This design comes from an exercise in tuning for small area on the open sky130 flow, not from production work.
In this exercise RTL edits were held to simulation tests only and were not proved equivalent to the original.
No activity file was given, so power comes from the tool's default toggle rates. The clock port is modelled as an ideal driver; clocking choices that lean on that would not hold on a real chip.

`config.mk`:
```
export PLATFORM = sky130hd
export DESIGN_NAME = wb_regfile_stage
export DESIGN_NICKNAME = wb_regfile_stage
export VERILOG_FILES = /design/flow/design.v
export SDC_FILE = /design/flow/constraint.sdc
export NUM_CORES = 4
export LEC_CHECK = 0
export CAP_MARGIN = 20
export CORE_MARGIN = 2
export CORE_UTILIZATION = 40
export SLEW_MARGIN = 20
export SYNTH_HIERARCHICAL = 1
```
`constraint.sdc`:
```
create_clock -name core_clock -period 7.0 [get_ports {clk}]
set_input_delay 1.4000 -clock core_clock [delete_from_list [all_inputs] [get_ports {clk}]]
set_output_delay 1.4000 -clock core_clock [all_outputs]
set_load 0.01 [all_outputs]
```
`design.v`:
```
package pipeline_pkg;
  localparam logic [4:0] REG_ZERO = 5'd0;
  localparam logic [4:0] REG_V0   = 5'd2;
  localparam logic [4:0] REG_A0   = 5'd4;
  localparam logic [4:0] REG_RA   = 5'd31;
  typedef enum logic {
    RUN    = 1'b0,
    HALTED = 1'b1
  } state_t;
endpackage
module regfile_32x32 #(
  parameter int DATA_W = 32
) (
  input  logic              clk,
  input  logic              rst,
  input  logic              we,
  input  logic [4:0]        waddr,
  input  logic [DATA_W-1:0] wdata,
  input  logic [4:0]        ra_no,
  input  logic [4:0]        rb_no,
  output logic [DATA_W-1:0] ra_data,
  output logic [DATA_W-1:0] rb_data,
  output logic [DATA_W-1:0] v0_data,
  output logic [DATA_W-1:0] a0_data
);
  logic [DATA_W-1:0] regs [32];
  logic [DATA_W-1:0] wd;
  logic [31:0]       wsel, asel, bsel;
  logic              abyp, bbyp;
  assign wd = wdata & {DATA_W{~rst}};
  for (genvar i = 0; i < 32; i++) begin : g_dec
    assign wsel[i] = we && waddr == 5'(i);
    assign asel[i] = ra_no == 5'(i) && !wsel[i];
    assign bsel[i] = rb_no == 5'(i) && !wsel[i];
  end
  assign regs[0] = '0;
  for (genvar i = 1; i < 32; i++) begin : g_reg
    always_ff @(posedge clk) begin
      if (rst || wsel[i]) regs[i] <= wd;
    end
  end
  assign abyp = we && ra_no == waddr && ra_no != 5'd0;
  assign bbyp = we && rb_no == waddr && rb_no != 5'd0;
  for (genvar b = 0; b < DATA_W; b++) begin : g_rd
    logic [31:0] col;
    assign col[0] = wdata[b];
    for (genvar i = 1; i < 32; i++) begin : g_col
      assign col[i] = regs[i][b];
    end
    rf_read_bit u_ra (.d(col), .sel({asel[31:1], abyp}), .q(ra_data[b]));
    rf_read_bit u_rb (.d(col), .sel({bsel[31:1], bbyp}), .q(rb_data[b]));
  end
  assign v0_data = regs[pipeline_pkg::REG_V0];
  assign a0_data = regs[pipeline_pkg::REG_A0];
endmodule
module rf_read_bit (
  input  logic [31:0] d,
  input  logic [31:0] sel,
  output logic        q
);
  logic [10:0] n;
  for (genvar g = 0; g < 10; g++) begin : g_aoi
    rf_aoi222 u_aoi (.d(d[3*g+2:3*g]), .s(sel[3*g+2:3*g]), .y(n[g]));
  end
  assign n[10] = ~((d[30] & sel[30]) | (d[31] & sel[31]));
  assign q = ~&n;
endmodule
module rf_aoi222 (
  input  logic [2:0] d,
  input  logic [2:0] s,
  output logic       y
);
  assign y = ~|(d & s);
endmodule
module wb_regfile_stage #(
  parameter int DATA_W    = 32,
  parameter int CNT_W     = 32,
  parameter int EXIT_CODE = 10
) (
  input  logic              clk,
  input  logic              rst,
  input  logic              effective,
  input  logic [31:0]       ir,
  input  logic [31:0]       pc,
  input  logic              syscall,
  input  logic              jal,
  input  logic              reg_write,
  input  logic              write_back,
  input  logic [DATA_W-1:0] r1,
  input  logic [DATA_W-1:0] r2,
  input  logic [4:0]        rd_no,
  input  logic [4:0]        ra_no,
  input  logic [4:0]        rb_no,
  output logic [DATA_W-1:0] ra_data,
  output logic [DATA_W-1:0] rb_data,
  output logic              halt,
  output logic [DATA_W-1:0] disp_data,
  output logic              disp_valid,
  output logic [CNT_W-1:0]  retire_cnt
);
  pipeline_pkg::state_t            state_q, state_d;
  logic [DATA_W-1:0] wdata, v0_data, a0_data;
  logic [4:0]        wdest;
  logic              we, retire, sys_fire, v0_exit;
  logic              unused_ir;
  assign unused_ir = ^ir;
  assign wdata    = jal ? DATA_W'(pc + 32'd4) : (write_back ? r2 : r1);
  assign wdest    = jal ? pipeline_pkg::REG_RA : rd_no;
  assign retire   = (state_q == pipeline_pkg::RUN) && effective;
  assign we       = retire && (reg_write || jal) && (wdest != pipeline_pkg::REG_ZERO);
  assign sys_fire = retire && syscall;
  assign v0_exit  = (v0_data == DATA_W'(EXIT_CODE));
  regfile_32x32 #(.DATA_W(DATA_W)) u_rf (
    .clk     (clk),
    .rst     (rst),
    .we      (we),
    .waddr   (wdest),
    .wdata   (wdata),
    .ra_no   (ra_no),
    .rb_no   (rb_no),
    .ra_data (ra_data),
    .rb_data (rb_data),
    .v0_data (v0_data),
    .a0_data (a0_data)
  );
  always_ff @(posedge clk) begin
    if (rst) state_q <= pipeline_pkg::RUN;
    else     state_q <= state_d;
  end
  always_comb begin
    state_d = state_q;
    case (state_q)
      pipeline_pkg::RUN:     if (sys_fire && v0_exit) state_d = pipeline_pkg::HALTED;
      pipeline_pkg::HALTED:  state_d = pipeline_pkg::HALTED;
      default: state_d = pipeline_pkg::RUN;
    endcase
  end
  always_comb begin
    halt = (state_q == pipeline_pkg::HALTED);
  end
  always_ff @(posedge clk) begin
    if (rst) begin
      disp_data  <= '0;
      disp_valid <= 1'b0;
    end else begin
      disp_valid <= 1'b0;
      if (sys_fire && !v0_exit) begin
        disp_data  <= a0_data;
        disp_valid <= 1'b1;
      end
    end
  end
  always_ff @(posedge clk) begin
    if (rst)                          retire_cnt <= '0;
    else if (retire && retire_cnt != '1) retire_cnt <= retire_cnt + 1'b1;
  end
endmodule
```
`run.sh`:
```
#!/bin/bash
# synth_recipe.tcl (not shown) runs the flow's synth.tcl, then flattens the netlist and writes it again
# the make line also repeats each setting of config.mk as NAME=value (left out here)
make -C /OpenROAD-flow-scripts/flow DESIGN_CONFIG=/design/flow/config.mk WORK_HOME=/design/flow/orfs CLKGATE_MAP_FILE= SYNTH_SCRIPT=/design/flow/synth_recipe.tcl finish
```
==> flow_summary.json, run 1 <==
{
  "reg2regPathDepth": 7,
  "viasPerCell": 7.33,
  "clock_latency_ns": 0.72,
  "drive_above_1_share_pct": 15.8,
  "synth_cell_type_count": 52,
  "clkSinkCount": 1058,
  "run_status": "timing/DRC/antenna clean",
  "path_buf_inv": 3,
  "cp-start-kind": "input pin",
  "synth_area_leaders": "edfxtp_1 (67%), a222oi_1 (14%), dfxtp_1 (3.0%), nand4_1 (2.0%), or4_4 (1.6%)",
  "busiest_layer": "met2",
  "first_global_vias": 33800,
  "finalPower_mw": 15.2,
  "netlist_instances": 2773,
  "ctsHoldBuffers": 0,
  "power.density_nw_per_um2": 284,
  "grt_overflow": 0,
  "start_util_pct": 40.3,
  "synth_area_sq_um": 44500,
  "wirelength_um": 181000,
  "grt_pass1_wl_um": 246000,
  "remaining_drc_errors": 0,
  "cts_max_level": 3,
  "yosysSeqAreaShare_pct": 69.9,
  "internal_power_mw": 11.4,
  "timing.final.crit_share_pct": 98.8,
  "holdCritStartpoint": "disp_data[20]",
  "tightest_slew_ns": 1.28,
  "grtUsageMet1_pct": 38.3,
  "finalSetupViolCount": 0,
  "placedCellCount": 4524,
  "clk_path_buf_depth": 3,
  "finalHoldViolCount": 0,
  "crit_family": "simple AND/OR/NAND/NOR gates",
  "relSlewSlack_pct": 14.1,
  "firstDrtPassIters": 14,
  "min_path_cells": 2,
  "path_cells": "clkdlybuf4s50_1, nand2b_2, nor2_1, or4b_4, nor2_1, nor4_2, buf_4, a222oi_1, nand2_2, or4_4, clkdlybuf4s50_1",
  "die-area_sq_um": 114000,
  "num_rows": 122,
  "path_max_fanout": 11,
  "antenna_found_initial": 9,
  "comb_power_share_pct": 9.9,
  "worstSetupEndpointType": "output port",
  "fmax_ghz": 0.145,
  "fin_crit_ns": 6.91,
  "dr.first_iter.drc_count": 8877,
  "clk_pin_slew_worst_paths_ns": 0.06,
  "num_vias": 34600,
  "die_h_um": 338,
  "grt.total_usage_pct": 30.6,
  "grt_max_degree": 62,
  "syn_nets": 2925,
  "setup_tns_ns": 0,
  "r2r_slack_ns": 3.66,
  "whs_ns": 0.498,
  "numCtsBuffers": 106,
  "power_leakage_nw": 17.6,
  "die_w_um": 338,
  "ant_nets": 0,
  "synth.top_cell.area_share_pct": 66.9,
  "grt_setup_unrepaired": "no",
  "grt_use_met3_pct": 12.2,
  "slowest_delay_ns": 0.60,
  "ys_ff_latch": 1058,
  "core-area_sq_um": 111000,
  "p_clk_share_pct": 38.0,
  "ys.warnings.count": 9,
  "rr_endpoint": "u_rf.regs[6][28]",
  "p_seq_share_pct": 52.0,
  "numPortBuffers": 247,
  "io-pin-count": 280,
  "maxSlewViolCount": 0,
  "root_buffer": "clkbuf_16",
  "power.switching_mw": 3.82,
  "fillCellCount": 9300,
  "cp.required_ns": 5.60,
  "grtUsageMet2_pct": 45.4,
  "final_common_cell": "edfxtp_1",
  "ir_drop_v": 0.000232,
  "sw_frac_of_total_pct": 25.1,
  "area_growth_pct": 20.5,
  "min_to": "disp_data[20]",
  "gp_congestion": 0.914,
  "hold_path.class": "reg -> reg",
  "slowest_stage": "or4_4",
  "synth_top_cell_by_area": "edfxtp_1",
  "hpwl_um": 107000,
  "arrival_ns": 5.51,
  "final_core_util_pct": 48.5,
  "critPathKind": "in -> out",
  "final_cell_mix": "edfxtp_1 (992), a222oi_1 (640), clkdlybuf4s50_1 (244), nand4_1 (143), buf_4 (108)",
  "reg2reg_from": "state_q",
  "tritoncts": "done",
  "max_cap_violations": 0,
  "layoutNonFillerInstCount": 4725,
  "clock_skew_ns": 0.0286,
  "nets": 3297,
  "syn_avg_cell_area_sq_um": 16.0,
  "wl_per_cell_um": 38.3
}
layer usage:
layer | vias to the layer above | wire (um)
met1 | 17100 | 62200
met2 | 3280 | 77000
met3 | 608 | 30100
li1 | 13600 | -
met5 | - | 37
met4 | 6 | 11500
power by group through the flow:
stage / logic (mW) / registers (mW) / clock network [mW]
6_report: 1.52 / 7.93 / 5.80
3_5_place_dp: 1.44 / 8.04 / 0
5_1_grt: 1.55 / 7.97 / 6.09
2_1_floorplan: 0.668 / 7.94 / 0
3_3_place_gp: 1.42 / 7.98 / 0
4_1_cts: 1.45 / 7.91 / 5.83
per-module statistics from Yosys, one instance, submodules excluded, excerpt:
module | copies in the design | flip-flops and latches | cell area (sq um) | cells
rf_read_bit | 64 | 0 | 36.3 | 5
wb_regfile_stage | 1 | 66 | 4140 | 516
rf_aoi222 | 640 | 0 | 10.0 | 1
cell type report:
type                    instances  area, sq um  share of cell area (%)
clock inverters                60          719                    1.34
clock buffers                 134         2800                    5.22
repair buffers                383         3830                    7.14
multi-input cells            1584        13200                    24.7
flip-flops and latches       1058        31100                    58.0
inverters                      12         45.0                  0.0840
well taps                    1488         1860                    3.47
diodes                          6         15.0                  0.0280
worst reg2reg max path: cells and delay by family, from the launching register on:
kind,cells,cell delay [ns]
buffers and inverters,2,0.69
flip-flops,1,0.35
AND/OR/NAND/NOR,5,1.95
cell usage after synthesis (all sizes together):
cell type / n
a2111oi: 1
clkbuf: 32
a22o: 64
xor2: 4
or4b: 2
nor4: 25
and4: 10
nand2b: 11
mux2: 1
mux2i: 42
nand3b: 5
nand4: 145
a211o: 5
a211oi: 32
inv: 12
nand3: 22
nor2b: 56
a31oi: 2
a21oi: 40
nor4b: 2
xnor2: 47
edfxtp: 992
buf: 87
ha: 2
or3b: 1
dfxtp: 66
and2: 2
or2: 41
or4: 67
o31ai: 2
o211ai: 3
nor2: 99
nor3: 62
or3: 19
nand4bb: 3
nand4b: 3
and3: 1
nand2: 101
a222oi: 640
o21ai: 22
flip-flops by register name (all words and copies together), names as in the netlist:
name	count
u_rf.regs	992
state_q	1
disp_valid	1
retire_cnt	32
disp_data	32
repair_timing:
item,CTS,global route
gates resized for setup,0,11
setup endpoints to repair,0,12
setup buffers,0,0
cells by family (layout without fill, tap and decap cells):
group | after synthesis | in the layout | share of synthesized area (%)
AO/OA/AOI/OAI | 811 | 811 | 17.2
XOR/XNOR | 51 | 51 | 1.00
adder cells (fa/ha/maj) | 2 | 2 | 0.0562
buffers and inverters | 131 | 589 | 1.76
flip-flops | 1058 | 1058 | 69.9
multiplexers | 43 | 43 | 0.970
other | 0 | 6 | 0
AND/OR/NAND/NOR | 677 | 677 | 9.14
through the flow:
stage | cell area [sq um] | setup WS [ns]
2_1_floorplan | 44500 | 0.303
3_3_place_gp | 49900 | 0.0380
3_5_place_dp | 49900 | 0.0448
4_1_cts | 53400 | 0.0345
5_1_grt | 53600 | 0.00592
6_report | 53600 | 0.0863
worst max path at each step:
stage	from	end	slack (ns)	cells past startpoint
after detailed placement	pc[2]	rb_data[18]	0.04	12
after global placement	pc[2]	ra_data[18]	0.04	12
after floorplan	jal	rb_data[0]	0.30	10
final	effective	rb_data[18]	0.09	11
after CTS	pc[2]	rb_data[18]	0.03	12
after global routing	pc[2]	ra_data[22]	0.006	12
==> inputs of run 2 (changes only) <==
--- a/config.mk
+++ b/config.mk
@@ -8,5 +8,7 @@
 export CAP_MARGIN = 20
 export CORE_MARGIN = 2
-export CORE_UTILIZATION = 40
+export CORE_UTILIZATION = 60
+export CTS_BUF_LIST = sky130_fd_sc_hd__clkbuf_8
+export CTS_CLUSTER_SIZE = 30
 export SLEW_MARGIN = 20
 export SYNTH_HIERARCHICAL = 1
==> run 2 against run 1 <==
  * Now fails the layout checks on setup timing
  * Via count fell by 0.20%
  * Count of clock-buffer cells in the layout up 39
  * Synthesized cell count did not move
  * Clock skew is 0.0038 ns higher
  * Register-to-register slack improved by 0.33 ns
  * Largest cell class unchanged
  * Critical endpoint is now rb_data[29]
  * Largest power group unchanged
==> flow_summary.json, run 2 <==
{
  "syn_nets": 2925,
  "final_cell_mix": "edfxtp_1 (992), a222oi_1 (640), clkdlybuf4s50_1 (244), clkbuf_8 (173), nand4_1 (143)",
  "synth_top_cell_by_area": "edfxtp_1",
  "drive_above_1_share_pct": 16.5,
  "synth_area_leaders": "edfxtp_1 (67%), a222oi_1 (14%), dfxtp_1 (3.0%), nand4_1 (2.0%), or4_4 (1.6%)",
  "gp_congestion": 0.956,
  "tightest_slew_ns": 1.30,
  "tritoncts": "done",
  "synth_cell_type_count": 52,
  "fillCellCount": 4748,
  "clk_path_buf_depth": 3,
  "final_core_util_pct": 71.6,
  "worstSetupEndpointType": "output port",
  "path_max_fanout": 12,
  "fin_crit_ns": 7.04,
  "clock_latency_ns": 0.82,
  "hold_path.class": "reg -> reg",
  "run_status": "failed layout checks",
  "cts_max_level": 4,
  "fin_area_sq_um": 52400,
  "cp.required_ns": 5.60,
  "slowest_delay_ns": 1.05,
  "finalPower_mw": 14.3,
  "place_area_sq_um": 49100,
  "dr.first_iter.drc_count": 8846,
  "path_cells": "clkdlybuf4s50_1, nor3_1, nand2_1, a21oi_1, nor2_1, buf_4, nand4b_1, buf_4, nor2_2, nor3_2, buf_4, a222oi_1, nand4_1, or4_4, clkdlybuf4s50_1",
  "yosysSeqAreaShare_pct": 69.9,
  "first_global_vias": 33700,
  "grt.total_usage_pct": 41.9,
  "grt_setup_unrepaired": "yes",
  "crit_top_cell": "buf_4",
  "ys_ff_latch": 1058,
  "cp-start-kind": "input pin",
  "synth.top_cell.area_share_pct": 66.9,
  "slowest_stage": "nor3_2",
  "busiest_layer": "met2",
  "finalHoldViolCount": 0,
  "max_cap_violations": 0,
  "ir_drop_v": 0.000247,
  "io-pin-count": 280,
  "ys.warnings.count": 9,
  "relSlewSlack_pct": 13.0,
  "antenna_found_initial": 9,
  "timing.final.crit_share_pct": 101,
  "yosys-top-cells-count": "edfxtp_1 (992), a222oi_1 (640), nand4_1 (143)",
  "synth_area_sq_um": 44500,
  "largest_reg_flops": 992,
  "numPortBuffers": 247,
  "maxSlewViolCount": 0,
  "hpwl_um": 102000,
  "ys_dominant_reg_cell": "edfxtp_1",
  "final_common_cell": "edfxtp_1",
  "power.density_nw_per_um2": 273,
  "setup_tns_ns": -0.0468,
  "dp_slack_ns": 0.214,
  "wl_per_cell_um": 38.2,
  "grtUsageMet2_pct": 62.7,
  "die-area_sq_um": 76400,
  "root_buffer": "clkbuf_8",
  "fmax_ghz": 0.142,
  "critPathKind": "in -> out",
  "firstDrtPassIters": 14,
  "grt_max_degree": 80,
  "regMostFlops": "u_rf.regs",
  "synth_edf_count": 992,
  "num_rows": 99,
  "num_vias": 34600,
  "grt_use_met3_pct": 17.9,
  "path_buf_inv": 5,
  "grt_overflow": 0,
  "numCtsBuffers": 168,
  "power_leakage_nw": 17.6,
  "clock_skew_ns": 0.0324,
  "so_faults": "setup timing",
  "placedCellCount": 3981,
  "synth_most_common_cell": "edfxtp_1",
  "whs_ns": 0.494,
  "crit_family": "simple AND/OR/NAND/NOR gates",
  "layoutNonFillerInstCount": 4289,
  "start_util_pct": 60.8,
  "largestRegisters": "u_rf.regs: 992 flops, disp_data: 32 flops, retire_cnt: 32 flops",
  "syn_avg_cell_area_sq_um": 16.0,
  "clk_pin_slew_worst_paths_ns": 0.06,
  "clkSinkCount": 1058,
  "die_h_um": 276,
  "grt_pass1_wl_um": 231000,
  "core-area_sq_um": 73200,
  "arrival_ns": 5.64,
  "setup_ws_ns": -0.0420,
  "netlist_instances": 2773,
  "remaining_drc_errors": 0,
  "async_reset_ff_share_pct": 0,
  "wirelength_um": 164000,
  "viasPerCell": 8.06,
  "nets": 3345,
  "grtUsageMet1_pct": 54.6,
  "die_w_um": 276,
  "area_growth_pct": 17.7,
  "finalSetupViolCount": 2,
  "ant_nets": 0
}
[run 2: cell counts after synthesis]
No cell type changed its count.
[run 2: Yosys stat by module, one instance, submodules excluded, a selection]
| module | copies in the design | cell area (sq um) | flops+latches |
|---|---|---|---|
| rf_aoi222 | 640 | 10.0 | 0 |
| rf_read_bit | 64 | 36.3 | 0 |
| wb_regfile_stage | 1 | 4140 | 66 |
[run 2: area by class of cell]
type	instances	area (sq um)	share of cell area (%)
tap	959	1200	2.29
timing repair buffer	369	3680	7.03
clock inverter	129	697	1.33
multi-input combinational	1584	13300	25.3
antenna	5	12.5	0.0239
inverter	12	45.0	0.0860
clock buffer	173	2380	4.54
sequential	1058	31100	59.4
[run 2: report_power, final]
group / internal, mW / total, mW / switching [mW]
registers: 7.61 / 7.94 / 0.328
logic: 0.521 / 1.47 / 0.950
clock network: 2.43 / 4.91 / 2.48
total: 10.6 / 14.3 / 3.76
[run 2: path summary, 6_finish.rpt]
| check | slack [ns] | from | to | depth (start not counted) |
|---|---|---|---|---|
| min | 0.49 | disp_data[30] | disp_data[30] | 2 |
| max | -0.04 | rd_no[2] | rb_data[29] | 15 |
| max reg2reg | 3.99 | state_q | u_rf.regs[19][21] | 6 |
| min reg2reg | 0.49 | disp_data[30] | disp_data[30] | 2 |
[run 2: cells by family (layout without fill, tap and decap cells)]
family	Yosys count	in the layout	synth area share (%)
flip-flops	1058	1058	69.9
AO/OA/AOI/OAI	811	811	17.2
AND/OR/NAND/NOR	677	677	9.14
buffers and inverters	131	683	1.76
XOR/XNOR	51	51	1.00
multiplexers	43	43	0.970
adder cells (fa/ha/maj)	2	2	0.0562
other	0	5	0
[run 2: what timing repair did]
item / in CTS / in global routing
resized for setup: 0 / 11
hold endpoints to repair: 0 / 0
setup endpoints to repair: 0 / 10
hold buffers: 0 / 0
buffers inserted: 0 / 1
[run 2: per-layer routing]
metal,vias up,share of wire (%),wire length [um]
li1,13700,-,-
met1,16800,33,54900
met2,3475,44,72300
met3,511,18,30200
met4,8,4.0,6550
met5,-,0.043,71
[run 2: worst register-to-register path: stages, from the launching register on]
cell and delay [ns]:
dfxtp_1 0.33, nand2b_2 0.25, nor2_1 0.14, buf_4 0.20
nand4bb_1 0.34, nor2_1 0.38, or2_2 0.90
==> inputs of run 3 (changes only) <==
--- a/design.v
+++ b/design.v
@@ -64,5 +64,15 @@
   end
   assign n[10] = ~((d[30] & sel[30]) | (d[31] & sel[31]));
-  assign q = ~&n;
+  logic [2:0] p;
+  rf_nand4 u_n0 (.a(n[3:0]), .y(p[0]));
+  rf_nand4 u_n1 (.a(n[7:4]), .y(p[1]));
+  assign p[2] = ~&n[10:8];
+  assign q = |p;
+endmodule
+module rf_nand4 (
+  input  logic [3:0] a,
+  output logic       y
+);
+  assign y = ~&a;
 endmodule
 module rf_aoi222 (
==> flow/run.sh (new file) <==
#!/bin/bash
# Standard ORFS layout (the standard.sh, standard synthesis unchanged) with:
#  - port buffers of the smallest buffer cell instead of the default pick,
#  - clock tree synthesis without dummy loads and with a chosen buffer list,
#  - power recovery (downsizing off-critical cells) after global routing.
# make's full output goes to make.log here; ORFS keeps each step's log under orfs/logs/.
set -euo pipefail
CTS_BUFS="${CTS_BUFS:-sky130_fd_sc_hd__clkbuf_16}"
CTS_SIZE="${CTS_SIZE:-25}"
CTS_DIAM="${CTS_DIAM:-100}"
bash standard.sh \
  "BUFFER_PORTS_ARGS=-buffer_cell sky130_fd_sc_hd__buf_1" \
  "CTS_ARGS=-sink_clustering_enable -repair_clock_nets -dont_use_dummy_load -buf_list {$CTS_BUFS} -sink_clustering_size $CTS_SIZE -sink_clustering_max_diameter $CTS_DIAM" \
  "RECOVER_POWER=100" \
  finish > make.log 2>&1
==> standard.sh (new file) <==
#!/bin/bash
# synth_recipe.tcl (not shown) runs the flow's synth.tcl, then flattens the netlist and writes it again
# the make line also repeats each setting of config.mk as NAME=value (left out here)
make -C /OpenROAD-flow-scripts/flow DESIGN_CONFIG=/design/flow/config.mk WORK_HOME=/design/flow/orfs CLKGATE_MAP_FILE= SYNTH_SCRIPT=/design/flow/synth_recipe.tcl "${@:-finish}"
--- a/config.mk
+++ b/config.mk
@@ -6,9 +6,7 @@
 export NUM_CORES = 4
 export LEC_CHECK = 0
-export CAP_MARGIN = 20
+export CAP_MARGIN = 0
 export CORE_MARGIN = 2
 export CORE_UTILIZATION = 60
-export CTS_BUF_LIST = sky130_fd_sc_hd__clkbuf_8
-export CTS_CLUSTER_SIZE = 30
-export SLEW_MARGIN = 20
+export SLEW_MARGIN = 0
 export SYNTH_HIERARCHICAL = 1
removed: run.sh
==> run 3 against run 2 <==
  * Critical path depth decreased by 3
  * Global-route usage up 1.2 points
  * Critical path type unchanged
  * Wire length rose by 2.5%
  * Setup slack better by 0.35 ns
  * Hold slack improved by 0.016 ns
  * Fails layout checks on capacitance limit, slew limit
  * Die area shrank 0.89%
==> flow_summary.json, run 3 <==
{
  "run_status": "failed layout checks",
  "so_faults": "capacitance limit, slew limit",
  "wl_per_cell_um": 41.7,
  "setup_tns_ns": 0,
  "tightest_slew_ns": 3.65,
  "power_leakage_nw": 14.9,
  "wirelength_um": 168000,
  "synth_top_cell_by_area": "edfxtp_1",
  "final_core_util_pct": 65.8,
  "synth_most_common_cell": "edfxtp_1",
  "finalSetupViolCount": 0,
  "firstDrtPassIters": 15,
  "final_common_cell": "edfxtp_1",
  "first_global_vias": 33000,
  "dr.first_iter.drc_count": 9238,
  "num_rows": 99,
  "die_h_um": 275,
  "synth_edf_count": 992,
  "grt_pass1_wl_um": 229000,
  "hold_path.class": "reg -> reg",
  "max_cap_violations": 53,
  "worstSetupEndpointType": "output port",
  "arrival_ns": 5.29,
  "ys_ff_latch": 1058,
  "clk_path_buf_depth": 3,
  "numCtsBuffers": 49,
  "layoutNonFillerInstCount": 4029,
  "remaining_drc_errors": 0,
  "largestRegisters": "u_rf.regs: 992 flops, disp_data: 32 flops, retire_cnt: 32 flops",
  "gp_congestion": 0.958,
  "viasPerCell": 8.51,
  "ant_nets": 0,
  "clk_pin_slew_worst_paths_ns": 0.10,
  "fin_crit_ns": 6.69,
  "die-area_sq_um": 75700,
  "drive_above_1_share_pct": 8.25,
  "clkSinkCount": 1058,
  "ctsHoldBuffers": 0,
  "ir_drop_v": 0.000304,
  "io-pin-count": 280,
  "largest_reg_flops": 992,
  "fmax_ghz": 0.149,
  "synth.top_cell.area_share_pct": 67.6,
  "async_reset_ff_share_pct": 0,
  "synth_cell_type_count": 52,
  "cp-start-kind": "input pin",
  "grt_max_degree": 63,
  "regMostFlops": "u_rf.regs",
  "maxSlewViolCount": 1701,
  "ctsResizeCount": 0,
  "grt_overflow": 0,
  "post_cts_buffers": 0,
  "hpwl_um": 97700,
  "fillCellCount": 5271,
  "grt_setup_unrepaired": "no",
  "dp_slack_ns": 0.738,
  "relSlewSlack_pct": -144,
  "timing.final.crit_share_pct": 95.6,
  "start_util_pct": 60.5,
  "final_cell_mix": "edfxtp_1 (992), a222oi_1 (640), buf_1 (240), nand4_1 (208), nor2_1 (163)",
  "clock_skew_ns": 0.0456,
  "grt.total_usage_pct": 43.1,
  "clock_latency_ns": 0.66,
  "critPathKind": "in -> out",
  "ys_dominant_reg_cell": "edfxtp_1",
  "ys.warnings.count": 9,
  "netlist_instances": 2773,
  "nets": 3222,
  "power.density_nw_per_um2": 257,
  "num_vias": 34300,
  "core-area_sq_um": 72800,
  "cp.required_ns": 5.60,
  "path_max_fanout": 13,
  "yosysSeqAreaShare_pct": 70.6,
  "synth_area_leaders": "edfxtp_1 (68%), a222oi_1 (15%), dfxtp_1 (3.0%), nand4_1 (2.9%), nor2_1 (1.4%)",
  "area_growth_pct": 8.65,
  "syn_avg_cell_area_sq_um": 15.9,
  "antenna_found_initial": 6,
  "placedCellCount": 3978,
  "setup_ws_ns": 0.309,
  "die_w_um": 275,
  "numPortBuffers": 247,
  "root_buffer": "clkbuf_16",
  "synth_area_sq_um": 44100,
  "tritoncts": "done",
  "syn_nets": 2925,
  "yosys-top-cells-count": "edfxtp_1 (992), a222oi_1 (640), nand4_1 (207)",
  "cts_max_level": 2,
  "finalHoldViolCount": 0
}
==> run 3: logic make-up after synthesis <==
group	after synthesis	share of synthesized area (%)
flops	1058	70.6
compound gates	811	17.1
simple gates	677	8.49
buf+inv	131	1.78
xor+xnor	51	1.01
mux	43	0.979
fa+ha+maj	2	0.0567
==> run 3: stage by stage <==
step,hold WS (ns),power [mW],cell area (sq um)
after CTS,0.512,12.2,48100
final,0.510,12.3,47900
after detailed placement,0.487,9.21,46900
after global placement,0.477,9.13,46900
after floorplan,0.504,8.55,44100
after global routing,0.546,12.6,47900
==> run 3: worst paths after layout <==
| kind | from | endpoint | slack, ns | cells after the start |
|---|---|---|---|---|
| setup reg to reg | u_rf.regs[2][10] | disp_data[20] | 1.94 | 6 |
| hold / removal | disp_data[14] | disp_data[14] | 0.51 | 2 |
| setup / recovery | jal | ra_data[28] | 0.31 | 12 |
| hold reg to reg | disp_data[14] | disp_data[14] | 0.51 | 2 |
==> run 3: per-module statistics from Yosys, one instance, submodules excluded, a selection <==
module | cells | times used | area, sq um | flops+latches
wb_regfile_stage | 516 | 1 | 4140 | 66
rf_read_bit | 3 | 64 | 17.5 | 0
rf_aoi222 | 1 | 640 | 10.0 | 0
rf_nand4 | 1 | 128 | 6.26 | 0
==> run 3: where the power goes <==
part / internal, mW / switching (mW)
combinational: 0.274 / 0.942
clock: 1.25 / 1.89
sequential: 7.62 / 0.328
==> run 3: layout make-up <==
type	count	area [sq um]	area share, %
flip-flops and latches	1058	31100	64.9
multi-input cells	1584	12600	26.2
repair buffers	365	1770	3.69
clock buffers	49	1230	2.56
well taps	959	1200	2.50
inverters	12	45.0	0.0940
diodes	2	5.00	0.0104
==> run 3: worst max-delay path: stages <==
cell and delay (ns):
clkbuf_2 0.27, or2_0 0.56, nand4bb_1 0.34, nor2_1 0.15, nor3_2 1.00, buf_4 0.41
buf_4 0.26, a222oi_1 0.09, nand4_1 0.33, nor2_1 0.14, nand4_1 0.12, buf_1 0.19
==> run 3: routing by layer <==
layer,vias to the layer above,GRT usage (%),part of all wire (%)
met1,16800,56.1,32
met4,4,25.6,6.5
met2,3499,65.1,44
met5,-,0,0.012
met3,621,12.1,17
li1,13400,-,-
==> inputs of run 4 (changes only) <==
--- a/flow/run.sh
+++ b/flow/run.sh
@@ -3,5 +3,4 @@
 #  - port buffers of the smallest buffer cell instead of the default pick,
 #  - clock tree synthesis without dummy loads and with a chosen buffer list,
-#  - power recovery (downsizing off-critical cells) after global routing.
 # make's full output goes to make.log here; ORFS keeps each step's log under orfs/logs/.
 set -euo pipefail
@@ -12,4 +11,3 @@
   "BUFFER_PORTS_ARGS=-buffer_cell sky130_fd_sc_hd__buf_1" \
   "CTS_ARGS=-sink_clustering_enable -repair_clock_nets -dont_use_dummy_load -buf_list {$CTS_BUFS} -sink_clustering_size $CTS_SIZE -sink_clustering_max_diameter $CTS_DIAM" \
-  "RECOVER_POWER=100" \
   finish > make.log 2>&1
==> run 4 against run 3 <==
  * Now clean on timing, DRC and antenna
  * Cell area increased by 0.40%
  * Sequential share of layout area decreased by 0.26 points
  * Sequential power about the same
  * Core utilization increased by 0.26 points
  * Global-route usage unchanged
  * Critical path depth unchanged
  * Critical path type unchanged
==> flow_summary.json, run 4 <==
{
  "run_status": "timing/DRC/antenna clean",
  "ys_dominant_reg_cell": "edfxtp_1",
  "power.density_nw_per_um2": 256,
  "ir_drop_v": 0.000306,
  "core-area_sq_um": 72800,
  "setup_tns_ns": 0,
  "die_w_um": 275,
  "final_cell_mix": "edfxtp_1 (992), a222oi_1 (640), buf_1 (244), nand4_1 (207), nor2_1 (163)",
  "syn_avg_cell_area_sq_um": 15.9,
  "nets": 3222,
  "synth_compound_area_share_pct": 17.1,
  "largestRegisters": "u_rf.regs: 992 flops, disp_data: 32 flops, retire_cnt: 32 flops",
  "yosys-top-cells-count": "edfxtp_1 (992), a222oi_1 (640), nand4_1 (207)",
  "synth.area.mux_share_pct": 0.979,
  "post_cts_buffers": 0,
  "synth_most_common_cell": "edfxtp_1",
  "grt_overflow": 0,
  "tightest_slew_ns": 1.40,
  "die-area_sq_um": 75700,
  "grt_setup_unrepaired": "no",
  "path_cells": "clkbuf_2, or2_2, nand4bb_1, nor2_1, nor3_2, buf_4, buf_4, a222oi_1, nand4_1, nor2_1, nand4_1, buf_1",
  "regMostFlops": "u_rf.regs",
  "area_growth_pct": 9.09,
  "worstSetupEndpointType": "output port",
  "async_reset_ff_share_pct": 0,
  "relSlewSlack_pct": 6.48,
  "cp.required_ns": 5.60,
  "gp_congestion": 0.958,
  "holdCritStartpoint": "disp_data[14]",
  "firstDrtPassIters": 14,
  "path_buf_inv": 4,
  "antenna_found_initial": 7,
  "numPortBuffers": 247,
  "fin_crit_ns": 6.52,
  "dr.first_iter.drc_count": 9314,
  "clock_latency_ns": 0.63,
  "ctsResizeCount": 0,
  "num_rows": 99,
  "critPathKind": "in -> out",
  "num_vias": 34400,
  "first_global_vias": 33000,
  "remaining_drc_errors": 0,
  "arrival_ns": 5.12,
  "root_buffer": "clkbuf_16",
  "synth_area_leaders": "edfxtp_1 (68%), a222oi_1 (15%), dfxtp_1 (3.0%), nand4_1 (2.9%), nor2_1 (1.4%)",
  "clkSinkCount": 1058,
  "max_cap_violations": 0,
  "min_to": "disp_data[14]",
  "ff_latch_area_sq_um": 31100,
  "reg2regPathDepth": 6,
  "synth_top_cell_by_area": "edfxtp_1",
  "grt_max_degree": 63,
  "viasPerCell": 8.53,
  "tritoncts": "done",
  "synth-xor-area-share_pct": 1.01,
  "ant_nets": 0,
  "synth_fa_ha_area_share_pct": 0.0568,
  "fillCellCount": 5221,
  "r2r_slack_ns": 3.67,
  "hpwl_um": 97700,
  "grt.total_usage_pct": 43.1,
  "synth_top_family_by_area": "compound AO/OA/AOI/OAI gates",
  "synth_cell_type_count": 52,
  "multi_input_area_sq_um": 12700,
  "crit_family": "simple AND/OR/NAND/NOR gates",
  "synth_edf_count": 992,
  "power_leakage_nw": 15.0,
  "finalHoldViolCount": 0,
  "cts_max_level": 2,
  "ctsHoldBuffers": 0,
  "syn_nets": 2925,
  "clk_path_buf_depth": 3,
  "drive_above_1_share_pct": 10.3,
  "reg2reg_from": "state_q",
  "path_max_fanout": 13,
  "min_path_cells": 2,
  "rr_endpoint": "u_rf.regs[3][27]",
  "cp-start-kind": "input pin",
  "timing.final.crit_share_pct": 93.1,
  "clock_skew_ns": 0.0412,
  "wirelength_um": 168000,
  "netlist_instances": 2773,
  "yosysSeqAreaShare_pct": 70.6,
  "ys_ff_latch": 1058,
  "numCtsBuffers": 49,
  "synth.top_cell.area_share_pct": 67.6,
  "die_h_um": 275,
  "fmax_ghz": 0.153,
  "ys.warnings.count": 9,
  "largest_reg_flops": 992,
  "wl_per_cell_um": 41.7,
  "start_util_pct": 60.5,
  "finalPower_mw": 12.3,
  "final_common_cell": "edfxtp_1",
  "hold_path.class": "reg -> reg",
  "clk_pin_slew_worst_paths_ns": 0.10,
  "io-pin-count": 280,
  "grt_pass1_wl_um": 229000,
  "maxSlewViolCount": 0,
  "synth_area_sq_um": 44100,
  "synthSimpleGateAreaFrac_pct": 8.49,
  "slowest_delay_ns": 1.05,
  "slowest_stage": "nor3_2",
  "finalSetupViolCount": 0
}
[run 4: cell counts after synthesis]
Identical to the previous run, type by type.
[run 4: final cells by class]
cell class,count,share of cell area (%)
tap,959,2.49
inverter,12,0.0936
clock buffer,49,2.55
multi-input combinational,1584,26.3
antenna,3,0.0156
timing repair buffer,365,3.86
sequential,1058,64.7
[run 4: worst reg2reg max path: cells and delay by family (launching register included)]
family / cells / cell delay, ns
simple gates: 5 / 2.39
buf+inv: 1 / 0.19
flops: 1 / 0.34
[run 4: through the flow]
step	hold WS, ns	instance area [sq um]	cells	util [%]	setup slack [ns]
2_1_floorplan	0.504	44100	2773	-	0.298
3_3_place_gp	0.477	46900	3978	64.3	0.743
3_5_place_dp	0.487	46900	3978	64.3	0.738
4_1_cts	0.512	48100	4027	66.0	0.734
5_1_grt	0.544	48100	4028	66.0	0.493
6_report	0.508	48100	4030	66.0	0.482
[run 4: where the power goes]
group          internal [mW]  total, mW  switching (mW)  leakage (nW)
sequential              7.59       7.92           0.328          10.1
clock                   1.25       3.15            1.89         0.604
combinational          0.287       1.23           0.944          4.31
[run 4: layer usage]
metal  track usage (%)  share of wire (%)  up-vias
met4              25.6                6.2        2
met2              65.1                 44     3414
met3              12.1                 17      612
li1                  -                  -    13400
met1              56.1                 33    17000
met5                 0             0.0054        -
[run 4: kinds of logic after synthesis]
logic type | after synthesis
buf+inv | 131
fa+ha+maj | 2
mux | 43
compound gates | 811
xor+xnor | 51
flops | 1058
simple gates | 677
[run 4: per-module statistics from Yosys (local to each module, per instance), a selection]
module            cell area, sq um  copies in the design
rf_aoi222                     10.0                   640
rf_nand4                      6.26                   128
rf_read_bit                   17.5                    64
wb_regfile_stage              4140                     1
[run 4: worst max-delay path by stage]
stage,cells past startpoint,to,from
2_1_floorplan,11,rb_data[0],jal
3_3_place_gp,12,ra_data[28],jal
3_5_place_dp,12,ra_data[28],jal
4_1_cts,12,ra_data[28],jal
5_1_grt,11,rb_data[26],jal
6_report,12,ra_data[28],jal
==> inputs of run 5 (changes only) <==
--- a/flow/run.sh
+++ b/flow/run.sh
@@ -6,5 +6,5 @@
 set -euo pipefail
 CTS_BUFS="${CTS_BUFS:-sky130_fd_sc_hd__clkbuf_16}"
-CTS_SIZE="${CTS_SIZE:-25}"
+CTS_SIZE="${CTS_SIZE:-30}"
 CTS_DIAM="${CTS_DIAM:-100}"
 bash standard.sh \
--- a/config.mk
+++ b/config.mk
@@ -8,5 +8,5 @@
 export CAP_MARGIN = 0
 export CORE_MARGIN = 2
-export CORE_UTILIZATION = 60
+export CORE_UTILIZATION = 70
 export SLEW_MARGIN = 0
 export SYNTH_HIERARCHICAL = 1
==> run 5 against run 4 <==
  * Synthesized area is the same
  * Final cell count fell by 3.5%
  * Synthesized cell count unchanged
  * Flip-flop and latch count stayed put
  * Maximum frequency down 1.6%
  * Wire length shrank 6.2%
  * Hold slack better by 0.0016 ns
  * Critical path depth up 1
  * Largest cell class unchanged
  * Clock power fell by 7.9%
  * Via count is 1.1% higher
  * Now fails the layout checks on capacitance limit, slew limit
  * Critical endpoint is now rb_data[4]
  * Highest routed layer unchanged
  * Register-to-register slack worse by 0.19 ns
  * Core utilization up 9.9 points
==> flow_summary.json, run 5 <==
{
  "die_h_um": 255,
  "power_leakage_nw": 14.8,
  "final_cell_mix": "edfxtp_1 (992), a222oi_1 (640), buf_1 (244), nand4_1 (207), nor2_1 (163)",
  "synth_top_cell_by_area": "edfxtp_1",
  "synth.top_cell.area_share_pct": 67.6,
  "synth_cell_type_count": 52,
  "hold_path.class": "reg -> reg",
  "fin_crit_ns": 6.63,
  "numCtsBuffers": 41,
  "relSlewSlack_pct": -2.19,
  "path_max_fanout": 32,
  "critPathKind": "in -> out",
  "synth_edf_count": 992,
  "regMostFlops": "u_rf.regs",
  "viasPerCell": 8.94,
  "cp.required_ns": 5.60,
  "io-pin-count": 280,
  "ctsResizeCount": 0,
  "cts_max_level": 2,
  "final_common_cell": "edfxtp_1",
  "num_rows": 92,
  "tightest_slew_ns": 1.53,
  "timing.final.crit_share_pct": 94.6,
  "reg2reg_from": "state_q",
  "async_reset_ff_share_pct": 0,
  "hpwl_um": 91100,
  "area_growth_pct": 7.80,
  "grt_pass1_wl_um": 219000,
  "root_buffer": "clkbuf_16",
  "so_faults": "capacitance limit, slew limit",
  "wirelength_um": 157000,
  "die-area_sq_um": 65000,
  "endpoint": "rb_data[4]",
  "firstDrtPassIters": 17,
  "min_path_cells": 2,
  "yosysSeqAreaShare_pct": 70.6,
  "synth_most_common_cell": "edfxtp_1",
  "grt.total_usage_pct": 47.5,
  "die_w_um": 255,
  "start_util_pct": 70.4,
  "crit_start": "effective",
  "clk_pin_slew_worst_paths_ns": 0.10,
  "power.density_nw_per_um2": 253,
  "clock_latency_ns": 0.63,
  "yosys-top-cells-count": "edfxtp_1 (992), a222oi_1 (640), nand4_1 (207)",
  "numPortBuffers": 247,
  "netlist_instances": 2773,
  "num_vias": 34800,
  "reg2regPathDepth": 6,
  "syn_avg_cell_area_sq_um": 15.9,
  "run_status": "failed layout checks",
  "gp_congestion": 0.926,
  "clk_path_buf_depth": 3,
  "finalSetupViolCount": 0,
  "largestRegisters": "u_rf.regs: 992 flops, disp_data: 32 flops, retire_cnt: 32 flops",
  "grt_overflow": 0,
  "antenna_found_initial": 11,
  "cp-start-kind": "input pin",
  "setup_tns_ns": 0,
  "rr_endpoint": "u_rf.regs[3][1]",
  "remaining_drc_errors": 0,
  "grt_max_degree": 74,
  "clkSinkCount": 1058,
  "nets": 3190,
  "drive_above_1_share_pct": 9.29,
  "dr.first_iter.drc_count": 10600,
  "place_area_sq_um": 46500,
  "maxSlewViolCount": 32,
  "largest_reg_flops": 992,
  "fin_area_sq_um": 47500,
  "ys_ff_latch": 1058,
  "ctsHoldBuffers": 0,
  "first_global_vias": 33700,
  "ant_nets": 0,
  "grt_setup_unrepaired": "no",
  "r2r_slack_ns": 3.48,
  "ir_drop_v": 0.000325,
  "fillCellCount": 3821,
  "worstSetupEndpointType": "output port",
  "synth_area_leaders": "edfxtp_1 (68%), a222oi_1 (15%), dfxtp_1 (3.0%), nand4_1 (2.9%), nor2_1 (1.4%)",
  "arrival_ns": 5.23,
  "tritoncts": "done",
  "clock_skew_ns": 0.0301,
  "max_cap_violations": 1,
  "core-area_sq_um": 62600,
  "finalHoldViolCount": 0,
  "ys_dominant_reg_cell": "edfxtp_1",
  "synth_area_sq_um": 44100,
  "ys.warnings.count": 9,
  "post_cts_buffers": 0,
  "syn_nets": 2925,
  "wl_per_cell_um": 40.5,
  "fmax_ghz": 0.151
}
run 5: cell counts after synthesis:
No cell type changed its count.
run 5: per-stage QoR:
stage / util [%] / setup slack, ns / power [mW] / cells / hold WS (ns)
after floorplan: - / 0.298 / 8.55 / 2773 / 0.504
after global placement: 74.2 / 0.762 / 9.07 / 3841 / 0.473
after detailed placement: 74.2 / 0.616 / 9.18 / 3841 / 0.485
after CTS: 75.9 / 0.595 / 11.9 / 3882 / 0.509
after global routing: 75.9 / 0.349 / 12.3 / 3884 / 0.541
final: 75.9 / 0.375 / 12.0 / 3888 / 0.509
run 5: how the worst min path moves through the flow:
| stage | start | end | slack [ns] |
|---|---|---|---|
| final | disp_data[28] | disp_data[28] | 0.51 |
| after global routing | retire_cnt[31] | retire_cnt[31] | 0.54 |
| after CTS | disp_data[28] | disp_data[28] | 0.51 |
| after detailed placement | disp_data[28] | disp_data[28] | 0.49 |
| after global placement | disp_data[27] | disp_data[27] | 0.47 |
| after floorplan | retire_cnt[27] | retire_cnt[27] | 0.50 |
run 5: cells by family after synthesis:
| kind of cell | Yosys count | share of synthesized area [%] |
|---|---|---|
| XOR/XNOR | 51 | 1.01 |
| AO/OA/AOI/OAI | 811 | 17.1 |
| multiplexers | 43 | 0.979 |
| AND/OR/NAND/NOR | 677 | 8.49 |
| buffers and inverters | 131 | 1.78 |
| adder cells (fa/ha/maj) | 2 | 0.0567 |
| flip-flops | 1058 | 70.6 |
run 5: per-layer routing:
metal	global-route usage (%)	up-vias	part of all wire, %
met5	0.602	-	0.044
met2	69.3	4119	43
met1	59.4	16500	30
met4	27.7	10	6.6
met3	20.9	832	20
li1	-	13300	-
run 5: area by class of cell:
| type | count | area (sq um) | share of cell area (%) |
|---|---|---|---|
| multi-input combinational | 1584 | 12600 | 26.6 |
| sequential | 1058 | 31100 | 65.4 |
| inverter | 12 | 45.0 | 0.0948 |
| clock buffer | 41 | 1030 | 2.16 |
| antenna | 6 | 15.0 | 0.0316 |
| timing repair buffer | 341 | 1640 | 3.45 |
| tap | 846 | 1060 | 2.23 |
run 5: where the power goes:
part / leakage [nW] / total [mW] / internal (mW) / switching [mW]
logic: 4.17 / 1.21 / 0.280 / 0.934
registers: 10.1 / 7.93 / 7.59 / 0.338
clock network: 0.505 / 2.90 / 1.06 / 1.83
total: 14.8 / 12.0 / 8.94 / 3.10
run 5: critical path, stage by stage:
cell and delay, ns:
buf_1 0.15, nand2b_2 0.18, nor2_1 0.52, buf_4 0.24
or4b_4 0.48, nor2_1 0.26, nor4_2 0.08, buf_4 0.32
a222oi_1 0.39, nand4_1 0.29, nor2_1 0.30, nand4_1 0.35
buf_1 0.23
run 5: per-module statistics from Yosys (local to each module, per instance), excerpt:
module | cells | times used | flops+latches
rf_aoi222 | 1 | 640 | 0
rf_nand4 | 1 | 128 | 0
rf_read_bit | 3 | 64 | 0
wb_regfile_stage | 516 | 1 | 66
==> inputs of run 6 (changes only) <==
--- a/design.v
+++ b/design.v
@@ -17,4 +17,5 @@
   input  logic [4:0]        waddr,
   input  logic [DATA_W-1:0] wdata,
+  input  logic [DATA_W-1:0] wdata_rst,
   input  logic [4:0]        ra_no,
   input  logic [4:0]        rb_no,
@@ -25,8 +26,6 @@
 );
   logic [DATA_W-1:0] regs [32];
-  logic [DATA_W-1:0] wd;
   logic [31:0]       wsel, asel, bsel;
   logic              abyp, bbyp;
-  assign wd = wdata & {DATA_W{~rst}};
   for (genvar i = 0; i < 32; i++) begin : g_dec
     assign wsel[i] = we && waddr == 5'(i);
@@ -37,5 +36,5 @@
   for (genvar i = 1; i < 32; i++) begin : g_reg
     always_ff @(posedge clk) begin
-      if (rst || wsel[i]) regs[i] <= wd;
+      if (rst || wsel[i]) regs[i] <= wdata_rst;
     end
   end
@@ -110,10 +109,41 @@
 );
   pipeline_pkg::state_t            state_q, state_d;
-  logic [DATA_W-1:0] wdata, v0_data, a0_data;
+  logic [DATA_W-1:0] wdata, wdata_rst, v0_data, a0_data;
   logic [4:0]        wdest;
   logic              we, retire, sys_fire, v0_exit;
   logic              unused_ir;
   assign unused_ir = ^ir;
-  assign wdata    = jal ? DATA_W'(pc + 32'd4) : (write_back ? r2 : r1);
+  logic [29:0] pc_hi, pc_inc;
+  logic [4:0]  pc_ones, pc_cin;
+  logic [29:0] pc_c;
+  assign pc_hi = pc[31:2];
+  for (genvar k = 0; k < 5; k++) begin : g_pc_blk
+    assign pc_ones[k] = &pc_hi[6*k+5:6*k];
+    if (k == 0) begin : g_first
+      assign pc_cin[k] = 1'b1;
+    end else begin : g_rest
+      assign pc_cin[k] = &pc_ones[k-1:0];
+    end
+    assign pc_c[6*k] = pc_cin[k];
+    for (genvar j = 0; j < 6; j++) begin : g_bit
+      assign pc_inc[6*k+j] = pc_hi[6*k+j] ^ pc_c[6*k+j];
+      if (j < 5) begin : g_c
+        assign pc_c[6*k+j+1] = pc_hi[6*k+j] & pc_c[6*k+j];
+      end
+    end
+  end
+  logic [2:0] wsrc;
+  logic [DATA_W-1:0] pc4;
+  assign pc4  = DATA_W'({pc_inc, pc[1:0]});
+  assign wsrc = {!jal && !write_back, !jal && write_back, jal};
+  for (genvar b = 0; b < DATA_W; b++) begin : g_wdata
+    wb_wdata_bit u_wd (
+      .d   ({r1[b], r2[b], pc4[b]}),
+      .s   (wsrc),
+      .rst (rst),
+      .q   (wdata[b]),
+      .q_rst (wdata_rst[b])
+    );
+  end
   assign wdest    = jal ? pipeline_pkg::REG_RA : rd_no;
   assign retire   = (state_q == pipeline_pkg::RUN) && effective;
@@ -127,4 +157,5 @@
     .waddr   (wdest),
     .wdata   (wdata),
+    .wdata_rst (wdata_rst),
     .ra_no   (ra_no),
     .rb_no   (rb_no),
@@ -161,7 +192,26 @@
     end
   end
+  logic [CNT_W:0]   cnt_c;
+  logic [CNT_W-1:0] cnt_inc;
+  assign cnt_c[0] = retire;
+  for (genvar i = 0; i < CNT_W; i++) begin : g_cnt
+    assign cnt_inc[i]  = retire_cnt[i] ^ cnt_c[i];
+    assign cnt_c[i+1]  = retire_cnt[i] & cnt_c[i];
+  end
   always_ff @(posedge clk) begin
-    if (rst)                          retire_cnt <= '0;
-    else if (retire && retire_cnt != '1) retire_cnt <= retire_cnt + 1'b1;
-  end
-endmodule
+    if (rst) retire_cnt <= '0;
+    else     retire_cnt <= cnt_inc | {CNT_W{cnt_c[CNT_W]}};
+  end
+endmodule
+module wb_wdata_bit (
+  input  logic [2:0] d,
+  input  logic [2:0] s,
+  input  logic       rst,
+  output logic       q,
+  output logic       q_rst
+);
+  logic n;
+  assign n     = ~|(d & s);
+  assign q     = ~n;
+  assign q_rst = ~(n | rst);
+endmodule
--- a/flow/run.sh
+++ b/flow/run.sh
@@ -6,5 +6,5 @@
 set -euo pipefail
 CTS_BUFS="${CTS_BUFS:-sky130_fd_sc_hd__clkbuf_16}"
-CTS_SIZE="${CTS_SIZE:-30}"
+CTS_SIZE="${CTS_SIZE:-25}"
 CTS_DIAM="${CTS_DIAM:-100}"
 bash standard.sh \
--- a/config.mk
+++ b/config.mk
@@ -6,7 +6,7 @@
 export NUM_CORES = 4
 export LEC_CHECK = 0
-export CAP_MARGIN = 0
+export CAP_MARGIN = 10
 export CORE_MARGIN = 2
-export CORE_UTILIZATION = 70
-export SLEW_MARGIN = 0
+export CORE_UTILIZATION = 60
+export SLEW_MARGIN = 10
 export SYNTH_HIERARCHICAL = 1
==> run 6 against run 5 <==
  * Fails layout checks on setup timing
  * Sequential power fell by 0.5%
  * Count of clock-buffer cells in the layout rose by 7
  * Register-to-register slack got worse by 2.5 ns
==> flow_summary.json, run 6 <==
{
  "run_status": "failed layout checks",
  "so_faults": "setup timing",
  "antenna_found_initial": 3,
  "internal_power_mw": 9.15,
  "yosysSeqAreaShare_pct": 71.2,
  "place_area_sq_um": 47200,
  "worstSetupEndpointType": "output port",
  "synth_area_sq_um": 43700,
  "ant_nets": 0,
  "whs_ns": 0.484,
  "synth_area_leaders": "edfxtp_1 (68%), a222oi_1 (15%), dfxtp_1 (3.0%), nand4_1 (2.8%), nor2_1 (1.7%)",
  "p_clk_share_pct": 25.2,
  "die-area_sq_um": 75000,
  "wl_per_cell_um": 41.1,
  "netlist_instances": 2662,
  "cp.required_ns": 5.60,
  "max_cap_violations": 0,
  "hpwl_um": 95100,
  "sw_frac_of_total_pct": 25.7,
  "core-area_sq_um": 71700,
  "grt_max_degree": 47,
  "ys_dominant_reg_cell": "edfxtp_1",
  "ys.warnings.count": 9,
  "largestRegisters": "u_rf.regs: 992 flops, disp_data: 32 flops, retire_cnt: 32 flops",
  "yosys-top-cells-count": "edfxtp_1 (992), a222oi_1 (672), nor2_1 (198)",
  "synth_most_common_cell": "edfxtp_1",
  "die_w_um": 274,
  "wirelength_um": 164000,
  "busiest_layer": "met2",
  "firstDrtPassIters": 13,
  "tritoncts": "done",
  "grt.total_usage_pct": 42.6,
  "power.density_nw_per_um2": 253,
  "tightest_slew_ns": 1.33,
  "ff_latch_area_sq_um": 31100,
  "power_leakage_nw": 15.6,
  "area_growth_pct": 11.4,
  "cts_max_level": 2,
  "fin_area_sq_um": 48600,
  "regMostFlops": "u_rf.regs",
  "hold_path.class": "reg -> reg",
  "arrival_ns": 5.61,
  "clkSinkCount": 1058,
  "grtUsageMet2_pct": 64.3,
  "multi_input_area_sq_um": 12600,
  "numPortBuffers": 247,
  "gp_congestion": 0.925,
  "nets": 3246,
  "timing.final.crit_share_pct": 100,
  "syn_nets": 2867,
  "dr.first_iter.drc_count": 9470,
  "power.switching_mw": 3.17,
  "cp-start-kind": "input pin",
  "grtUsageMet1_pct": 55.6,
  "fmax_ghz": 0.143,
  "io-pin-count": 280,
  "finalSetupViolCount": 1,
  "grt_use_met3_pct": 11.8,
  "start_util_pct": 60.9,
  "r2r_slack_ns": 0.94,
  "numCtsBuffers": 48,
  "synth_cell_type_count": 42,
  "grt_setup_unrepaired": "yes",
  "num_rows": 98,
  "path_max_fanout": 2,
  "synth.top_cell.area_share_pct": 68.2,
  "num_vias": 33600,
  "grt_overflow": 0,
  "clk_pin_slew_worst_paths_ns": 0.09,
  "syn_avg_cell_area_sq_um": 16.4,
  "die_h_um": 274,
  "first_global_vias": 32500,
  "setup_ws_ns": -0.0103,
  "final_common_cell": "edfxtp_1",
  "remaining_drc_errors": 0,
  "p_seq_share_pct": 64.1,
  "comb_power_share_pct": 10.8,
  "clock_skew_ns": 0.0412,
  "clock_latency_ns": 0.65,
  "relSlewSlack_pct": 11.6,
  "final_cell_mix": "edfxtp_1 (992), a222oi_1 (672), buf_1 (235), nand4_1 (196), buf_4 (178)",
  "largest_reg_flops": 992,
  "async_reset_ff_share_pct": 0,
  "critPathKind": "in -> out",
  "viasPerCell": 8.43,
  "drive_above_1_share_pct": 14.6,
  "root_buffer": "clkbuf_16",
  "clk_path_buf_depth": 3,
  "ys_ff_latch": 1058,
  "synth_edf_count": 992,
  "maxSlewViolCount": 0,
  "fillCellCount": 4986,
  "ir_drop_v": 0.000273,
  "ctsHoldBuffers": 0,
  "fin_crit_ns": 7.01,
  "grt_pass1_wl_um": 226000,
  "finalHoldViolCount": 0,
  "synth_top_cell_by_area": "edfxtp_1"
}
==> run 6: changes by cell type after synthesis, moves of 16 or more <==
cell	delta
nand2_1	-25
or3_1	-16
nor2_1	+35
nor2b_1	-53
inv_1	+23
nand3_1	-18
ha_1	+53
a222oi_1	+32
nand2b_1	+64
o21ai_0	-22
xnor2_1	-39
a21oi_1	-40
a211oi_1	-30
==> run 6: cells by family after synthesis <==
logic type	share of synthesized area, %
compound gates	16.6
buf+inv	1.83
fa+ha+maj	1.58
flops	71.2
xor+xnor	0.261
mux	0.733
simple gates	7.73
==> run 6: cell type report <==
class                           instances  share of cell area, %
Multi-Input combinational cell       1467                   26.0
Sequential cell                      1058                   64.0
Antenna cell                            2                 0.0103
Clock buffer                           48                   2.47
Inverter                               35                  0.270
Timing Repair Buffer                  431                   4.89
Tap cell                              950                   2.44
==> run 6: through the flow <==
stage	utilization, %	std cells	TNS (ns)	power (mW)	worst slack [ns]
floorplan	-	2662	0	8.52	0.00485
global placement	65.8	3932	-4.80	9.19	-0.175
detailed placement	65.8	3932	-8.38	9.27	-0.296
CTS	67.6	3983	0	12.2	0.0110
global route	67.8	3990	-0.863	12.6	-0.209
finish	67.8	3991	-0.0103	12.3	-0.0103
==> run 6: power by group through the flow <==
| stage | registers (mW) | clock network (mW) | logic, mW |
|---|---|---|---|
| final | 7.89 | 3.10 | 1.33 |
| after global routing | 7.94 | 3.29 | 1.34 |
| after CTS | 7.87 | 3.10 | 1.26 |
| after detailed placement | 8.02 | 0 | 1.25 |
| after global placement | 7.96 | 0 | 1.23 |
| after floorplan | 7.92 | 0 | 0.597 |
==> run 6: worst max-delay path, stage by stage <==
cell      delay (ns)
buf_1           0.08
ha_2            0.19
nand4_1         0.10
buf_6           0.16
or4_4           0.50
nor3_4          0.20
and4_1          0.22
ha_2            0.19
ha_4            0.14
ha_4            0.17
ha_4            0.15
ha_4            0.14
xor2_2          0.07
a222oi_1        0.45
buf_4           0.20
inv_2           0.04
a222oi_1        0.35
nand4_1         0.25
nor2_1          0.17
buf_4           0.17
nand4_1         0.10
buf_2           0.17
==> run 6: modules after synthesis, one instance, submodules excluded, a selection <==
module,flip-flops and latches,times used,cells
wb_wdata_bit,0,32,3
rf_aoi222,0,640,1
rf_read_bit,0,64,3
wb_regfile_stage,66,1,344
rf_nand4,0,128,1
==> run 6: repair_timing <==
item	4_1_cts	5_1_grt
gates resized for setup	11	37
setup endpoints to repair	8	19
gates cloned	0	0
pin swaps	14	32
buffers inserted	3	6
==> run 6: path summary, 6_finish.rpt <==
path / from / endpoint / depth (start not counted)
setup reg to reg: state_q / retire_cnt[11] / 36
hold reg to reg: disp_data[0] / disp_data[0] / 2
setup / recovery: pc[3] / rb_data[31] / 22
hold / removal: disp_data[0] / disp_data[0] / 2
==> run 6: metal layers <==
| layer | routed length [um] | share of wire (%) |
|---|---|---|
| met5 | 59 | 0.036 |
| met4 | 11300 | 6.9 |
| met3 | 26500 | 16 |
| met2 | 72600 | 44 |
| met1 | 53400 | 33 |
==> inputs of run 7 (changes only) <==
--- a/flow/run.sh
+++ b/flow/run.sh
@@ -6,5 +6,5 @@
 set -euo pipefail
 CTS_BUFS="${CTS_BUFS:-sky130_fd_sc_hd__clkbuf_16}"
-CTS_SIZE="${CTS_SIZE:-25}"
+CTS_SIZE="${CTS_SIZE:-30}"
 CTS_DIAM="${CTS_DIAM:-100}"
 bash standard.sh \
==> run 7 against run 6 <==
  * Still fails the layout checks on setup timing
  * First-iteration DRC count grew 1.0%
  * Die area is the same
  * Clock skew grew 0.0084 ns
==> flow_summary.json, run 7 <==
{
  "fillCellCount": 5005,
  "remaining_drc_errors": 0,
  "path_max_fanout": 2,
  "clock_latency_ns": 0.64,
  "grt_setup_unrepaired": "yes",
  "crit_start": "pc[3]",
  "grt_max_degree": 47,
  "place_area_sq_um": 47200,
  "relSlewSlack_pct": 13.3,
  "antenna_found_initial": 3,
  "numPortBuffers": 247,
  "core-area_sq_um": 71700,
  "drive_above_1_share_pct": 14.4,
  "ys.warnings.count": 9,
  "synth_area_sq_um": 43700,
  "clock_skew_ns": 0.0496,
  "start_util_pct": 60.9,
  "yosys-top-cells-count": "edfxtp_1 (992), a222oi_1 (672), nor2_1 (198)",
  "die_h_um": 274,
  "dr.first_iter.drc_count": 9569,
  "clk_pin_slew_worst_paths_ns": 0.11,
  "grt_overflow": 0,
  "synth_top_cell_by_area": "edfxtp_1",
  "viasPerCell": 8.46,
  "power_leakage_nw": 15.5,
  "syn_avg_cell_area_sq_um": 16.4,
  "syn_nets": 2867,
  "cts_max_level": 2,
  "worstSetupEndpointType": "output port",
  "finalSetupViolCount": 2,
  "first_global_vias": 32600,
  "finalHoldViolCount": 0,
  "async_reset_ff_share_pct": 0,
  "area_growth_pct": 11.0,
  "finalPower_mw": 12.1,
  "ir_drop_v": 0.000231,
  "final_cell_mix": "edfxtp_1 (992), a222oi_1 (672), buf_1 (235), nand4_1 (196), buf_4 (178)",
  "hold_path.class": "reg -> reg",
  "reg2reg_from": "state_q",
  "regMostFlops": "u_rf.regs",
  "synth_area_leaders": "edfxtp_1 (68%), a222oi_1 (15%), dfxtp_1 (3.0%), nand4_1 (2.8%), nor2_1 (1.7%)",
  "tightest_slew_ns": 1.30,
  "critPathKind": "in -> out",
  "endpoint": "rb_data[31]",
  "setup_ws_ns": -0.0239,
  "max_cap_violations": 0,
  "die-area_sq_um": 75000,
  "grt.total_usage_pct": 42.6,
  "fin_crit_ns": 7.02,
  "run_status": "failed layout checks",
  "num_rows": 98,
  "arrival_ns": 5.62,
  "grt_pass1_wl_um": 226000,
  "wl_per_cell_um": 41.1,
  "synth_cell_type_count": 42,
  "reg2regPathDepth": 36,
  "ant_nets": 0,
  "hpwl_um": 95100,
  "synth_most_common_cell": "edfxtp_1",
  "ff_latch_area_sq_um": 31100,
  "so_faults": "setup timing",
  "largestRegisters": "u_rf.regs: 992 flops, disp_data: 32 flops, retire_cnt: 32 flops",
  "gp_congestion": 0.925,
  "timing.final.crit_share_pct": 100,
  "synth.top_cell.area_share_pct": 68.2,
  "fmax_ghz": 0.142,
  "maxSlewViolCount": 0,
  "layoutNonFillerInstCount": 3985,
  "multi_input_area_sq_um": 12600,
  "die_w_um": 274,
  "fin_area_sq_um": 48500,
  "nets": 3240,
  "cp-start-kind": "input pin",
  "ctsHoldBuffers": 0,
  "cp.required_ns": 5.60,
  "wirelength_um": 164000,
  "clkSinkCount": 1058,
  "synth_edf_count": 992,
  "ys_ff_latch": 1058,
  "root_buffer": "clkbuf_16",
  "firstDrtPassIters": 13,
  "numCtsBuffers": 41,
  "largest_reg_flops": 992,
  "final_common_cell": "edfxtp_1",
  "io-pin-count": 280,
  "yosysSeqAreaShare_pct": 71.2,
  "r2r_slack_ns": 0.94,
  "netlist_instances": 2662,
  "final_core_util_pct": 67.6,
  "placedCellCount": 3932,
  "num_vias": 33700,
  "clk_path_buf_depth": 3,
  "ys_dominant_reg_cell": "edfxtp_1",
  "rr_endpoint": "retire_cnt[11]",
  "tritoncts": "done",
  "power.density_nw_per_um2": 250
}
## run 7: changes by cell type in the layout (fill, tap and decap cells not counted), sizes merged
| cell | previous run | this run |
|---|---|---|
| clkbuf | 53 | 46 |
| buf | 426 | 427 |
## run 7: repair_timing
item / in CTS / in global routing
buffers inserted: 3 / 6
setup endpoints to repair: 8 / 19
gates resized for setup: 11 / 38
pin swaps: 11 / 34
gates cloned: 0 / 0
## run 7: per-module statistics from Yosys (local to each module, per instance), a selection
module            cell area (sq um)  flip-flops and latches  copies in the design
wb_regfile_stage               3380                      66                     1
wb_wdata_bit                   17.5                       0                    32
rf_read_bit                    17.5                       0                    64
rf_aoi222                      10.0                       0                   640
rf_nand4                       6.26                       0                   128
## run 7: cell families (layout without fill, tap and decap cells)
| group | count (synthesis) | in the layout | share of synthesized area [%] |
|---|---|---|---|
| flip-flops | 1058 | 1058 | 71.2 |
| other | 0 | 2 | 0 |
| adder cells (fa/ha/maj) | 55 | 55 | 1.58 |
| XOR/XNOR | 13 | 13 | 0.261 |
| multiplexers | 32 | 32 | 0.733 |
| buffers and inverters | 137 | 508 | 1.83 |
| AND/OR/NAND/NOR | 623 | 623 | 7.73 |
| AO/OA/AOI/OAI | 744 | 744 | 16.6 |
## run 7: power by group
part | switching, mW | internal, mW | total, mW
combinational | 0.980 | 0.348 | 1.33
sequential | 0.318 | 7.57 | 7.89
clock | 1.83 | 1.07 | 2.89
total | 3.13 | 8.99 | 12.1
## run 7: worst min-delay path by stage
stage          depth (start not counted)        endpoint      startpoint
5_1_grt                                2   disp_data[17]   disp_data[17]
4_1_cts                                2    disp_data[0]    disp_data[0]
6_report                               2    disp_data[0]    disp_data[0]
2_1_floorplan                          2    disp_data[0]    disp_data[0]
3_3_place_gp                           2  retire_cnt[31]  retire_cnt[31]
3_5_place_dp                           2    disp_data[0]    disp_data[0]
## run 7: through the flow
step / setup TNS [ns] / hold slack [ns] / setup slack [ns]
global placement: -4.80 / 0.458 / -0.175
floorplan: 0 / 0.493 / 0.00485
detailed placement: -8.38 / 0.469 / -0.296
CTS: 0 / 0.487 / 0.0101
global route: -0.869 / 0.502 / -0.197
finish: -0.0326 / 0.484 / -0.0239
## run 7: area by class of cell
cell class / instances / share of cell area (%)
well taps: 950 / 2.45
multi-input cells: 1467 / 26.0
flip-flops and latches: 1058 / 64.2
diodes: 2 / 0.0103
inverters: 35 / 0.271
clock buffers: 41 / 2.12
repair buffers: 432 / 4.94
## run 7: layer usage
layer  global-route usage [%]  up-vias  part of all wire [%]
li1                         -    13100                     -
met1                     56.4    16600                    33
met2                     64.1     3518                    44
met4                     25.2        3                   6.9
met3                     10.7      530                    16
met5                    0.706        -                 0.027
## run 7: worst max-delay path, cell delays in order
cell,delay [ns]
buf_1,0.08
ha_2,0.19
nand4_1,0.10
buf_6,0.16
or4_4,0.50
nor3_4,0.20
and4_1,0.22
ha_2,0.19
ha_4,0.14
ha_4,0.17
ha_4,0.14
ha_4,0.14
xor2_2,0.07
a222oi_1,0.46
buf_4,0.21
inv_2,0.04
a222oi_1,0.35
nand4_1,0.25
nor2_1,0.17
buf_4,0.17
nand4_1,0.10
buf_2,0.17

[afterwards: timing with drivers on the ports]
No port has a modelled driver above. Below, the same layouts with a new extraction and two added sets of constraints. Step 1 sets driving cells, clkbuf_16 on the clock port and buf_2 on the other inputs (assumed; they add their load-dependent delay and slew). Step 2 moves the port delays by t, midway between the first and last clock arrival at a register: inputs arrive t later, outputs are due t later. That takes back most of the time a late clock gives input paths. a / b / c = ideal / step 1 / step 2; a / b = the first two.
run | t, ns | setup WS [ns] | worst setup path at the end | worst register clock-pin slew, ns
run 1 | 0.776 | 0.086 / 0.058 / 0.058 | input to output | 0.07 / 0.07
run 2 | 0.885 | -0.042 / -0.089 / -0.089 | input to output | 0.07 / 0.07
run 3 | 0.700 | 0.309 / 0.277 / -0.037 | input to register | 0.11 / 0.11
run 4 | 0.698 | 0.482 / 0.453 / 0.453 | input to output | 0.10 / 0.10
run 5 | 0.693 | 0.375 / 0.335 / 0.335 | input to output | 0.12 / 0.12
run 6 | 0.708 | -0.010 / -0.034 / -0.298 | input to register | 0.11 / 0.11
run 7 | 0.685 | -0.024 / -0.047 / -0.301 | input to register | 0.12 / 0.12
For run 3, which loses most, drivers alone change the setup slack by -0.032 ns; drivers and shift together by -0.346 ns.
